This design comes from an exercise in tuning for small area on the open sky130 flow, not from production work.
Function was checked by simulation only, so behaviour that the tests miss may differ from the original.
Power is estimated from default activity; no workload was simulated.

Setup of v37:
Design crypt3_sha1, start of the top module:
module crypt3_sha1 (
  input  wire                ck_gclkcx_crypt,
  input  wire                cx_reset3,
  input  wire                ival_e1,
  input  wire                sha1c_e1,
  input  wire                sha1p_e1,
  input  wire                sha1m_e1,
  input  crypt3_pkg::quad_t  qn_e1,
  input  crypt3_pkg::quad_t  qm_e1,
  input  wire                ival_e2,
  input  crypt3_pkg::quad_t  qd_e2,
  output crypt3_pkg::quad_t  crypt3_out_e6,
  output logic               crypt3_active
);
  crypt3_pkg::sha1_op_e op0;
  crypt3_pkg::word_t    e0, w0, w1_q, w2_q, w3_q;
  crypt3_issue_ctrl u_issue (
    .ck_gclkcx_crypt (ck_gclkcx_crypt),
    .cx_reset3       (cx_reset3),
    .ival_e1         (ival_e1),
    .sha1c_e1        (sha1c_e1),
    .sha1p_e1        (sha1p_e1),
    .sha1m_e1        (sha1m_e1),
    .e_e1            (qn_e1[31:0]),
    .qm_e1           (qm_e1),
    .ival_e2         (ival_e2),
    .s_op            (op0),
    .s_e             (e0),
    .s_w0            (w0),
    .w1_q            (w1_q),
    .w2_q            (w2_q),
    .w3_q            (w3_q)
  );
  crypt3_pkg::word_t a, b, c, d;
  assign a = qd_e2[127:96];
  assign b = qd_e2[95:64];
  assign c = qd_e2[63:32];
  assign d = qd_e2[31:0];
  crypt3_pkg::word_t f0, t0_n, t0_s1, t0_c1, t0_s2, t0_c2;
  sha1_round u_f0 (.op(op0), .x(b), .y(c), .z(d), .f(f0));
  sha1_csa u_t0a (.a({a[26:0], a[31:27]}), .b(e0), .c(w0), .s(t0_s1), .cy(t0_c1));
  sha1_csa u_t0b (.a(t0_s1), .b(t0_c1), .c(f0), .s(t0_s2), .cy(t0_c2));
  assign t0_n = t0_s2 + t0_c2;
  logic                 v1;
  crypt3_pkg::sha1_op_e op1;
  crypt3_pkg::word_t    t0_1, a_1, b_1, c_1, d_1;
  always_ff @(posedge ck_gclkcx_crypt or posedge cx_reset3) begin
    if (cx_reset3) v1 <= 1'b0;
    else           v1 <= ival_e2;
  end
  always_ff @(posedge ck_gclkcx_crypt) begin
    op1  <= op0;
    t0_1 <= t0_n;
    a_1  <= a;
    b_1  <= b;
    c_1  <= c;
    d_1  <= d;
  end
  crypt3_pkg::word_t f1, f2, t1_n, y2_n, z3_n, t1_s1, t1_c1, t1_s, t1_c, y2_s, y2_c;
  sha1_round u_f1 (.op(op1), .x(a_1), .y({b_1[1:0], b_1[31:2]}), .z(c_1), .f(f1));
  sha1_round u_f2 (.op(op1), .x(t0_1), .y({a_1[1:0], a_1[31:2]}), .z({b_1[1:0], b_1[31:2]}), .f(f2));
  sha1_csa u_t1a (.a(f1), .b(d_1), .c(w1_q), .s(t1_s1), .cy(t1_c1));
  ...
==> flow/config.mk <==
export PLATFORM = sky130hd
export DESIGN_NAME = crypt3_sha1
export DESIGN_NICKNAME = crypt3_sha1
export VERILOG_FILES = /design/flow/design.v
export SDC_FILE = /design/flow/constraint.sdc
export NUM_CORES = 4
export LEC_CHECK = 0
export CAP_MARGIN = 20
export CORE_MARGIN = 2
export CORE_UTILIZATION = 40
export GPL_TIMING_DRIVEN = 0
export PLACE_DENSITY = 0.6
export SLEW_MARGIN = 20
==> flow/constraint.sdc <==
create_clock -name core_clock -period 5.5 [get_ports {ck_gclkcx_crypt}]
set_input_delay 1.1000 -clock core_clock [delete_from_list [all_inputs] [get_ports {ck_gclkcx_crypt}]]
set_output_delay 1.1000 -clock core_clock [all_outputs]
set_load 0.01 [all_outputs]
standard.sh (not shown) runs the stock make flow with config.mk's settings and CLKGATE_MAP_FILE= SYNTH_SCRIPT=/design/flow/synth_recipe.tcl, a recipe that flattens the netlist after the stock synthesis.
==> flow/flow/run.sh <==
#!/bin/bash
# the standard layout (standard.sh) with two area-only changes:
#  - port buffers are the smallest buffer (buf_1) instead of the resizer's pick
#  - the clock tree has no dummy loads and clusters more sinks per leaf buffer
# the tools write their logs under orfs/logs; make's own output goes to standard.log
export BUFFER_PORTS_ARGS="-buffer_cell sky130_fd_sc_hd__buf_1"
export CTS_ARGS="-sink_clustering_enable -repair_clock_nets -dont_use_dummy_load -sink_clustering_size 30 -sink_clustering_max_diameter 120"
bash standard.sh > standard.log 2>&1
Edits applied to the flow inputs when going from v37 to v5:
diff --git a/flow/flow/run.sh b/flow/flow/run.sh
--- a/flow/flow/run.sh
+++ b/flow/flow/run.sh
@@ -5,4 +5,4 @@
 # the tools write their logs under orfs/logs; make's own output goes to standard.log
 export BUFFER_PORTS_ARGS="-buffer_cell sky130_fd_sc_hd__buf_1"
-export CTS_ARGS="-sink_clustering_enable -repair_clock_nets -dont_use_dummy_load -sink_clustering_size 30 -sink_clustering_max_diameter 120"
+export CTS_ARGS="-sink_clustering_enable -repair_clock_nets -dont_use_dummy_load -sink_clustering_size 25 -sink_clustering_max_diameter 150"
 bash standard.sh > standard.log 2>&1
Notes after the runs:
Comparing v5 against v37, there is no change at all in clock sink count.
Side by side, share of power burned in combinational logic turned out lower in v5 than in v37.
As far as maximum frequency is concerned, v5 and v37 perform about the same.
v5 vs v37: number of instances resized during post-cts repair up by a few percent
Power drawn by the clock network ended up 7.6% higher on v5 than on v37.
Data required time of the worst path: v5 lower than v37
The number of standard cells in the final layout excluding fillers on v37 is in line with that on v5.

## re-timing with driven ports
In the flow no input, the clock included, has a driving cell. The finished layouts below were timed again as built, in two steps.
Step 1, drivers: a clkbuf_16 drives ck_gclkcx_crypt and a buf_2 each remaining input, both assumed.
Step 2 moves the port delays by t, midway between the first and last clock arrival at a register: inputs arrive t later, outputs are due t later. That takes back most of the time a late clock gives input paths.
Three values: ideal, step 1, step 2; two values: the first two.
run | shift t [ns] | setup slack, ns | worst setup path after step 2 | latest minus earliest clock arrival (ns)
v37 | 0.707 | 0.159 / 0.159 / -0.431 | input to register | 0.059 / 0.060
v5 | 0.647 | 0.161 / 0.161 / -0.395 | input to register | 0.042 / 0.043
With both steps, setup timing fails in v37 and v5, where it was met with ideal ports. For v37, which loses most, drivers alone change the setup slack by 0.000 ns; drivers and shift together by -0.590 ns.
